What follows belongs to an exercise in optimizing a design on an open flow for small area, a short achievable clock period and few clock cycles per item; a production flow would make more cautious choices.
At most, simulation tests tie the RTL to the original design; equivalence was not proved.

==> run a: inputs <==
Design accel_dynamic_magnitude, start of the top module:
module accel_dynamic_magnitude
(
    input  logic        clk,
    input  logic        rst_n,
    input  logic        s_axis_tvalid,
    output logic        s_axis_tready,
    input  logic [47:0] s_axis_tdata,
    output logic        m_axis_tvalid,
    input  logic        m_axis_tready,
    output logic [23:0] m_axis_tdata,
    output logic        m_axis_tuser
);
==> flow/config.mk <==
export PLATFORM = sky130hd
export DESIGN_NAME = accel_dynamic_magnitude
export DESIGN_NICKNAME = accel_dynamic_magnitude
export VERILOG_FILES = /design/flow/design.v
export SDC_FILE = /design/flow/constraint.sdc
export NUM_CORES = 4
export LEC_CHECK = 0
export ABC_AREA = 1
export CAP_MARGIN = 20
export CORE_MARGIN = 2
export CORE_UTILIZATION = 50
export PLACE_DENSITY = 0.65
export SLEW_MARGIN = 20
export TNS_END_PERCENT = 5
==> flow/constraint.sdc <==
create_clock -name core_clock -period 12.0 [get_ports {clk}]
set_input_delay 2.4000 -clock core_clock [delete_from_list [all_inputs] [get_ports {clk}]]
set_output_delay 2.4000 -clock core_clock [all_outputs]
set_load 0.01 [all_outputs]
standard.sh (not shown) runs the stock make flow with config.mk's settings and CLKGATE_MAP_FILE= SYNTH_SCRIPT=/design/flow/synth_recipe.tcl, a recipe that flattens the netlist after the stock synthesis.
==> flow/flow/run.sh <==
#!/bin/bash
set -e
export SETUP_SLACK_MARGIN=8.2
export BUFFER_PORTS_ARGS="-buffer_cell sky130_fd_sc_hd__buf_2"
bash standard.sh > standard.log 2>&1
==> run b: changes against run a <==
--- a/flow/design.v
+++ b/flow/design.v
@@ -150,33 +150,21 @@
     logic [3:0] dl0;
     assign dl0 = dl_reg[0];
     logic [3:0] dl1;
     assign dl1 = dl_reg[1];
     logic [3:0] dl2;
     assign dl2 = dl_reg[2];
-    logic [16:0] dhn0;
-    assign dhn0 = ~dh0;
-    logic [16:0] dhn1;
-    assign dhn1 = ~dh1;
-    logic [16:0] dhn2;
-    assign dhn2 = ~dh2;
-    logic [16:0] p1_dhn0;
-    always_ff @(posedge clk) if (adv) p1_dhn0 <= dhn0;
-    logic [16:0] p1_dhn1;
-    always_ff @(posedge clk) if (adv) p1_dhn1 <= dhn1;
-    logic [16:0] p1_dhn2;
-    always_ff @(posedge clk) if (adv) p1_dhn2 <= dhn2;
-    logic v1, t1;
-    always_ff @(posedge clk or negedge rst_n) if (!rst_n) v1 <= 1'b0; else if (adv) v1 <= v0;
-    always_ff @(posedge clk) if (adv) t1 <= t0;
     logic [16:0] p1_dh0;
-    assign p1_dh0 = ~p1_dhn0;
+    always_ff @(posedge clk) if (adv) p1_dh0 <= dh0;
     logic [16:0] p1_dh1;
-    assign p1_dh1 = ~p1_dhn1;
+    always_ff @(posedge clk) if (adv) p1_dh1 <= dh1;
     logic [16:0] p1_dh2;
-    assign p1_dh2 = ~p1_dhn2;
+    always_ff @(posedge clk) if (adv) p1_dh2 <= dh2;
+    logic v1, t1;
+    always_ff @(posedge clk or negedge rst_n) if (!rst_n) v1 <= 1'b0; else if (adv) v1 <= v0;
+    always_ff @(posedge clk) if (adv) t1 <= t0;
     logic pp1; assign pp1 = dl0[0];
     logic pp2; assign pp2 = dl1[0];
     logic pp3; assign pp3 = dl2[0];
     logic pp4; assign pp4 = dl0[1];
     logic pp5; assign pp5 = (dl0[0] & dl0[1]);
     logic pp6; assign pp6 = dl1[1];
@@ -1673,234 +1661,234 @@
     logic [41:0] ssum; assign ssum = cpa_a + cpa_b;
     logic [2:0] rs0; logic [3:0] tt0;
     assign rs0 = {1'b0, ssum[41:40]};
     assign tt0 = {1'b0, rs0} - 4'd1;
     logic [1:0] rem0; logic [0:0] root0;
     assign rem0 = tt0[3] ? rs0[1:0] : tt0[1:0];
-    assign root0 = tt0[3];
+    assign root0 = ~tt0[3];
     logic [3:0] rs1; logic [4:0] tt1;
     assign rs1 = {rem0, ssum[39:38]};
-    assign tt1 = {1'b0, rs1} + {2'b11, root0, 2'b10} + 5'd1;
+    assign tt1 = {1'b0, rs1} - {2'b00, root0, 2'b01};
     logic [2:0] rem1; logic [1:0] root1;
     assign rem1 = tt1[4] ? rs1[2:0] : tt1[2:0];
-    assign root1 = {root0, tt1[4]};
+    assign root1 = {root0, ~tt1[4]};
     logic [37:0] sr1; assign sr1 = ssum[37:0];
     logic [2:0] p3_rem1;
     always_ff @(posedge clk) if (adv) p3_rem1 <= rem1;
     logic [1:0] p3_root1;
     always_ff @(posedge clk) if (adv) p3_root1 <= root1;
     logic [37:0] p3_sr1;
     always_ff @(posedge clk) if (adv) p3_sr1 <= sr1;
     logic v3, t3;
     always_ff @(posedge clk or negedge rst_n) if (!rst_n) v3 <= 1'b0; else if (adv) v3 <= v2;
     always_ff @(posedge clk) if (adv) t3 <= t2;
     logic [4:0] rs2; logic [5:0] tt2;
     assign rs2 = {p3_rem1, p3_sr1[37:36]};
-    assign tt2 = {1'b0, rs2} + {2'b11, p3_root1, 2'b10} + 6'd1;
+    assign tt2 = {1'b0, rs2} - {2'b00, p3_root1, 2'b01};
     logic [3:0] rem2; logic [2:0] root2;
     assign rem2 = tt2[5] ? rs2[3:0] : tt2[3:0];
-    assign root2 = {p3_root1, tt2[5]};
+    assign root2 = {p3_root1, ~tt2[5]};
     logic [5:0] rs3; logic [6:0] tt3;
     assign rs3 = {rem2, p3_sr1[35:34]};
-    assign tt3 = {1'b0, rs3} + {2'b11, root2, 2'b10} + 7'd1;
+    assign tt3 = {1'b0, rs3} - {2'b00, root2, 2'b01};
     logic [4:0] rem3; logic [3:0] root3;
     assign rem3 = tt3[6] ? rs3[4:0] : tt3[4:0];
-    assign root3 = {root2, tt3[6]};
+    assign root3 = {root2, ~tt3[6]};
     logic [6:0] rs4; logic [7:0] tt4;
     assign rs4 = {rem3, p3_sr1[33:32]};
-    assign tt4 = {1'b0, rs4} + {2'b11, root3, 2'b10} + 8'd1;
+    assign tt4 = {1'b0, rs4} - {2'b00, root3, 2'b01};
     logic [5:0] rem4; logic [4:0] root4;
     assign rem4 = tt4[7] ? rs4[5:0] : tt4[5:0];
-    assign root4 = {root3, tt4[7]};
+    assign root4 = {root3, ~tt4[7]};
     logic [31:0] sr4; assign sr4 = p3_sr1[31:0];
     logic [5:0] p4_rem4;
     always_ff @(posedge clk) if (adv) p4_rem4 <= rem4;
     logic [4:0] p4_root4;
     always_ff @(posedge clk) if (adv) p4_root4 <= root4;
     logic [31:0] p4_sr4;
     always_ff @(posedge clk) if (adv) p4_sr4 <= sr4;
     logic v4, t4;
     always_ff @(posedge clk or negedge rst_n) if (!rst_n) v4 <= 1'b0; else if (adv) v4 <= v3;
     always_ff @(posedge clk) if (adv) t4 <= t3;
     logic [7:0] rs5; logic [8:0] tt5;
     assign rs5 = {p4_rem4, p4_sr4[31:30]};
-    assign tt5 = {1'b0, rs5} + {2'b11, p4_root4, 2'b10} + 9'd1;
+    assign tt5 = {1'b0, rs5} - {2'b00, p4_root4, 2'b01};
     logic [6:0] rem5; logic [5:0] root5;
     assign rem5 = tt5[8] ? rs5[6:0] : tt5[6:0];
-    assign root5 = {p4_root4, tt5[8]};
+    assign root5 = {p4_root4, ~tt5[8]};
     logic [8:0] rs6; logic [9:0] tt6;
     assign rs6 = {rem5, p4_sr4[29:28]};
-    assign tt6 = {1'b0, rs6} + {2'b11, root5, 2'b10} + 10'd1;
+    assign tt6 = {1'b0, rs6} - {2'b00, root5, 2'b01};
     logic [7:0] rem6; logic [6:0] root6;
     assign rem6 = tt6[9] ? rs6[7:0] : tt6[7:0];
-    assign root6 = {root5, tt6[9]};
+    assign root6 = {root5, ~tt6[9]};
     logic [27:0] sr6; assign sr6 = p4_sr4[27:0];
     logic [7:0] p5_rem6;
     always_ff @(posedge clk) if (adv) p5_rem6 <= rem6;
     logic [6:0] p5_root6;
     always_ff @(posedge clk) if (adv) p5_root6 <= root6;
     logic [27:0] p5_sr6;
     always_ff @(posedge clk) if (adv) p5_sr6 <= sr6;
     logic v5, t5;
     always_ff @(posedge clk or negedge rst_n) if (!rst_n) v5 <= 1'b0; else if (adv) v5 <= v4;
     always_ff @(posedge clk) if (adv) t5 <= t4;
     logic [9:0] rs7; logic [10:0] tt7;
     assign rs7 = {p5_rem6, p5_sr6[27:26]};
-    assign tt7 = {1'b0, rs7} + {2'b11, p5_root6, 2'b10} + 11'd1;
+    assign tt7 = {1'b0, rs7} - {2'b00, p5_root6, 2'b01};
     logic [8:0] rem7; logic [7:0] root7;
     assign rem7 = tt7[10] ? rs7[8:0] : tt7[8:0];
-    assign root7 = {p5_root6, tt7[10]};
+    assign root7 = {p5_root6, ~tt7[10]};
     logic [10:0] rs8; logic [11:0] tt8;
     assign rs8 = {rem7, p5_sr6[25:24]};
-    assign tt8 = {1'b0, rs8} + {2'b11, root7, 2'b10} + 12'd1;
+    assign tt8 = {1'b0, rs8} - {2'b00, root7, 2'b01};
     logic [9:0] rem8; logic [8:0] root8;
     assign rem8 = tt8[11] ? rs8[9:0] : tt8[9:0];
-    assign root8 = {root7, tt8[11]};
+    assign root8 = {root7, ~tt8[11]};
     logic [23:0] sr8; assign sr8 = p5_sr6[23:0];
     logic [9:0] p6_rem8;
     always_ff @(posedge clk) if (adv) p6_rem8 <= rem8;
     logic [8:0] p6_root8;
     always_ff @(posedge clk) if (adv) p6_root8 <= root8;
     logic [23:0] p6_sr8;
     always_ff @(posedge clk) if (adv) p6_sr8 <= sr8;
     logic v6, t6;
     always_ff @(posedge clk or negedge rst_n) if (!rst_n) v6 <= 1'b0; else if (adv) v6 <= v5;
     always_ff @(posedge clk) if (adv) t6 <= t5;
     logic [11:0] rs9; logic [12:0] tt9;
     assign rs9 = {p6_rem8, p6_sr8[23:22]};
-    assign tt9 = {1'b0, rs9} + {2'b11, p6_root8, 2'b10} + 13'd1;
+    assign tt9 = {1'b0, rs9} - {2'b00, p6_root8, 2'b01};
     logic [10:0] rem9; logic [9:0] root9;
     assign rem9 = tt9[12] ? rs9[10:0] : tt9[10:0];
-    assign root9 = {p6_root8, tt9[12]};
+    assign root9 = {p6_root8, ~tt9[12]};
     logic [12:0] rs10; logic [13:0] tt10;
     assign rs10 = {rem9, p6_sr8[21:20]};
-    assign tt10 = {1'b0, rs10} + {2'b11, root9, 2'b10} + 14'd1;
+    assign tt10 = {1'b0, rs10} - {2'b00, root9, 2'b01};
     logic [11:0] rem10; logic [10:0] root10;
     assign rem10 = tt10[13] ? rs10[11:0] : tt10[11:0];
-    assign root10 = {root9, tt10[13]};
+    assign root10 = {root9, ~tt10[13]};
     logic [19:0] sr10; assign sr10 = p6_sr8[19:0];
     logic [11:0] p7_rem10;
     always_ff @(posedge clk) if (adv) p7_rem10 <= rem10;
     logic [10:0] p7_root10;
     always_ff @(posedge clk) if (adv) p7_root10 <= root10;
     logic [19:0] p7_sr10;
     always_ff @(posedge clk) if (adv) p7_sr10 <= sr10;
     logic v7, t7;
     always_ff @(posedge clk or negedge rst_n) if (!rst_n) v7 <= 1'b0; else if (adv) v7 <= v6;
     always_ff @(posedge clk) if (adv) t7 <= t6;
     logic [13:0] rs11; logic [14:0] tt11;
     assign rs11 = {p7_rem10, p7_sr10[19:18]};
-    assign tt11 = {1'b0, rs11} + {2'b11, p7_root10, 2'b10} + 15'd1;
+    assign tt11 = {1'b0, rs11} - {2'b00, p7_root10, 2'b01};
     logic [12:0] rem11; logic [11:0] root11;
     assign rem11 = tt11[14] ? rs11[12:0] : tt11[12:0];
-    assign root11 = {p7_root10, tt11[14]};
+    assign root11 = {p7_root10, ~tt11[14]};
     logic [14:0] rs12; logic [15:0] tt12;
     assign rs12 = {rem11, p7_sr10[17:16]};
-    assign tt12 = {1'b0, rs12} + {2'b11, root11, 2'b10} + 16'd1;
+    assign tt12 = {1'b0, rs12} - {2'b00, root11, 2'b01};
     logic [13:0] rem12; logic [12:0] root12;
     assign rem12 = tt12[15] ? rs12[13:0] : tt12[13:0];
-    assign root12 = {root11, tt12[15]};
+    assign root12 = {root11, ~tt12[15]};
     logic [15:0] sr12; assign sr12 = p7_sr10[15:0];
     logic [13:0] p8_rem12;
     always_ff @(posedge clk) if (adv) p8_rem12 <= rem12;
     logic [12:0] p8_root12;
     always_ff @(posedge clk) if (adv) p8_root12 <= root12;
     logic [15:0] p8_sr12;
     always_ff @(posedge clk) if (adv) p8_sr12 <= sr12;
     logic v8, t8;
     always_ff @(posedge clk or negedge rst_n) if (!rst_n) v8 <= 1'b0; else if (adv) v8 <= v7;
     always_ff @(posedge clk) if (adv) t8 <= t7;
     logic [15:0] rs13; logic [16:0] tt13;
     assign rs13 = {p8_rem12, p8_sr12[15:14]};
-    assign tt13 = {1'b0, rs13} + {2'b11, p8_root12, 2'b10} + 17'd1;
+    assign tt13 = {1'b0, rs13} - {2'b00, p8_root12, 2'b01};
     logic [14:0] rem13; logic [13:0] root13;
     assign rem13 = tt13[16] ? rs13[14:0] : tt13[14:0];
-    assign root13 = {p8_root12, tt13[16]};
+    assign root13 = {p8_root12, ~tt13[16]};
     logic [16:0] rs14; logic [17:0] tt14;
     assign rs14 = {rem13, p8_sr12[13:12]};
-    assign tt14 = {1'b0, rs14} + {2'b11, root13, 2'b10} + 18'd1;
+    assign tt14 = {1'b0, rs14} - {2'b00, root13, 2'b01};
     logic [15:0] rem14; logic [14:0] root14;
     assign rem14 = tt14[17] ? rs14[15:0] : tt14[15:0];
-    assign root14 = {root13, tt14[17]};
+    assign root14 = {root13, ~tt14[17]};
     logic [11:0] sr14; assign sr14 = p8_sr12[11:0];
     logic [15:0] p9_rem14;
     always_ff @(posedge clk) if (adv) p9_rem14 <= rem14;
     logic [14:0] p9_root14;
     always_ff @(posedge clk) if (adv) p9_root14 <= root14;
     logic [11:0] p9_sr14;
     always_ff @(posedge clk) if (adv) p9_sr14 <= sr14;
     logic v9, t9;
     always_ff @(posedge clk or negedge rst_n) if (!rst_n) v9 <= 1'b0; else if (adv) v9 <= v8;
     always_ff @(posedge clk) if (adv) t9 <= t8;
     logic [17:0] rs15; logic [18:0] tt15;
     assign rs15 = {p9_rem14, p9_sr14[11:10]};
-    assign tt15 = {1'b0, rs15} + {2'b11, p9_root14, 2'b10} + 19'd1;
+    assign tt15 = {1'b0, rs15} - {2'b00, p9_root14, 2'b01};
     logic [16:0] rem15; logic [15:0] root15;
     assign rem15 = tt15[18] ? rs15[16:0] : tt15[16:0];
-    assign root15 = {p9_root14, tt15[18]};
+    assign root15 = {p9_root14, ~tt15[18]};
     logic [18:0] rs16; logic [19:0] tt16;
     assign rs16 = {rem15, p9_sr14[9:8]};
-    assign tt16 = {1'b0, rs16} + {2'b11, root15, 2'b10} + 20'd1;
+    assign tt16 = {1'b0, rs16} - {2'b00, root15, 2'b01};
     logic [17:0] rem16; logic [16:0] root16;
     assign rem16 = tt16[19] ? rs16[17:0] : tt16[17:0];
-    assign root16 = {root15, tt16[19]};
+    assign root16 = {root15, ~tt16[19]};
     logic [7:0] sr16; assign sr16 = p9_sr14[7:0];
     logic [17:0] p10_rem16;
     always_ff @(posedge clk) if (adv) p10_rem16 <= rem16;
     logic [16:0] p10_root16;
     always_ff @(posedge clk) if (adv) p10_root16 <= root16;
     logic [7:0] p10_sr16;
     always_ff @(posedge clk) if (adv) p10_sr16 <= sr16;
     logic v10, t10;
     always_ff @(posedge clk or negedge rst_n) if (!rst_n) v10 <= 1'b0; else if (adv) v10 <= v9;
     always_ff @(posedge clk) if (adv) t10 <= t9;
     logic [19:0] rs17; logic [20:0] tt17;
     assign rs17 = {p10_rem16, p10_sr16[7:6]};
-    assign tt17 = {1'b0, rs17} + {2'b11, p10_root16, 2'b10} + 21'd1;
+    assign tt17 = {1'b0, rs17} - {2'b00, p10_root16, 2'b01};
     logic [18:0] rem17; logic [17:0] root17;
     assign rem17 = tt17[20] ? rs17[18:0] : tt17[18:0];
-    assign root17 = {p10_root16, tt17[20]};
+    assign root17 = {p10_root16, ~tt17[20]};
     logic [20:0] rs18; logic [21:0] tt18;
     assign rs18 = {rem17, p10_sr16[5:4]};
-    assign tt18 = {1'b0, rs18} + {2'b11, root17, 2'b10} + 22'd1;
+    assign tt18 = {1'b0, rs18} - {2'b00, root17, 2'b01};
     logic [19:0] rem18; logic [18:0] root18;
     assign rem18 = tt18[21] ? rs18[19:0] : tt18[19:0];
-    assign root18 = {root17, tt18[21]};
+    assign root18 = {root17, ~tt18[21]};
     logic [3:0] sr18; assign sr18 = p10_sr16[3:0];
     logic [19:0] p11_rem18;
     always_ff @(posedge clk) if (adv) p11_rem18 <= rem18;
     logic [18:0] p11_root18;
     always_ff @(posedge clk) if (adv) p11_root18 <= root18;
     logic [3:0] p11_sr18;
     always_ff @(posedge clk) if (adv) p11_sr18 <= sr18;
     logic v11, t11;
     always_ff @(posedge clk or negedge rst_n) if (!rst_n) v11 <= 1'b0; else if (adv) v11 <= v10;
     always_ff @(posedge clk) if (adv) t11 <= t10;
     logic [21:0] rs19; logic [22:0] tt19;
     assign rs19 = {p11_rem18, p11_sr18[3:2]};
-    assign tt19 = {1'b0, rs19} + {2'b11, p11_root18, 2'b10} + 23'd1;
+    assign tt19 = {1'b0, rs19} - {2'b00, p11_root18, 2'b01};
     logic [20:0] rem19; logic [19:0] root19;
     assign rem19 = tt19[22] ? rs19[20:0] : tt19[20:0];
-    assign root19 = {p11_root18, tt19[22]};
+    assign root19 = {p11_root18, ~tt19[22]};
     logic [1:0] sr19; assign sr19 = p11_sr18[1:0];
     logic [20:0] p12_rem19;
     always_ff @(posedge clk) if (adv) p12_rem19 <= rem19;
     logic [19:0] p12_root19;
     always_ff @(posedge clk) if (adv) p12_root19 <= root19;
     logic [1:0] p12_sr19;
     always_ff @(posedge clk) if (adv) p12_sr19 <= sr19;
     logic v12, t12;
     always_ff @(posedge clk or negedge rst_n) if (!rst_n) v12 <= 1'b0; else if (adv) v12 <= v11;
     always_ff @(posedge clk) if (adv) t12 <= t11;
     logic [22:0] rs20; logic [23:0] tt20;
     assign rs20 = {p12_rem19, p12_sr19[1:0]};
-    assign tt20 = {1'b0, rs20} + {2'b11, p12_root19, 2'b10} + 24'd1;
+    assign tt20 = {1'b0, rs20} - {2'b00, p12_root19, 2'b01};
     logic [21:0] rem20; logic [20:0] root20;
     assign rem20 = tt20[23] ? rs20[21:0] : tt20[21:0];
-    assign root20 = {p12_root19, tt20[23]};
-    assign res_root = ~root20;
+    assign root20 = {p12_root19, ~tt20[23]};
+    assign res_root = root20;
     assign res_valid = v12;
     assign res_tag = t12;
     logic take;
     assign take = m_axis_tready || !out_v;
     always_ff @(posedge clk or negedge rst_n)
     begin
==> flow/flow/run.sh (replaced) <==
#!/bin/bash
set -e
export SETUP_SLACK_MARGIN=7.8
export BUFFER_PORTS_ARGS="-buffer_cell sky130_fd_sc_hd__buf_2"
bash standard.sh > standard.log 2>&1
==> comparison <==
Of run a and run b, run a has the higher routed wire length (gap 6.5%, measured against run b).
Of run a and run b, run b has the higher area after synthesis (gap 3.6%, measured against run b).
In run b the clock skew is higher than in run a, by 0.0032 ns.
Of run a and run b, run b has the higher hold slack (gap 0.00095 ns).
==> figures <==
                                                            run b       run a
Proportion of cell area occupied by multi-input gates      47.62%      48.64%
Run status                               timing/DRC/antenna clean  timing/DRC/antenna clean
Fraction of layout cells with a size suffix above 1        7.033%      12.09%
CTS-repair resized insts                                       45         179
Instance area after placement                           66390 µm²   64080 µm²
Initial DRT Pass Iterations                                     7           6
Area of the die                                        131200 µm²  126600 µm²
Pin count of the biggest net entering global routing          173         167
Testbench counts of run b, summed over its fixed seeds: cycles 3,304, items 3,200.
For run a, only the layout was checked, not whether the RTL still works.

-- separate check: timing with driven ports --
Ports are ideal in the flow. The routed layouts listed here were re-timed in OpenROAD. Step 1: set_driving_cell puts a clkbuf_16 on clk and a buf_2 on each other input, an assumption about the parent block. Step 2, shift: input delay + t, output delay - t, t = (earliest + latest rising clock arrival at the registers) / 2. This alone moves slack from input paths to output paths. Slacks: ideal / step 1 / step 2; pairs: ideal / step 1.
| run | t (ns) | slack for setup (ns) | cell pins on the clock port's net |
|---|---|---|---|
| run a | 0.773 | 7.736 / 7.736 / 7.109 | 1 |
| run b | 0.792 | 7.761 / 7.761 / 7.307 | 1 |
After both steps setup and hold are still met in every run listed. For run a, which loses most, drivers alone change the setup slack by 0.000 ns; drivers and shift together by -0.627 ns.
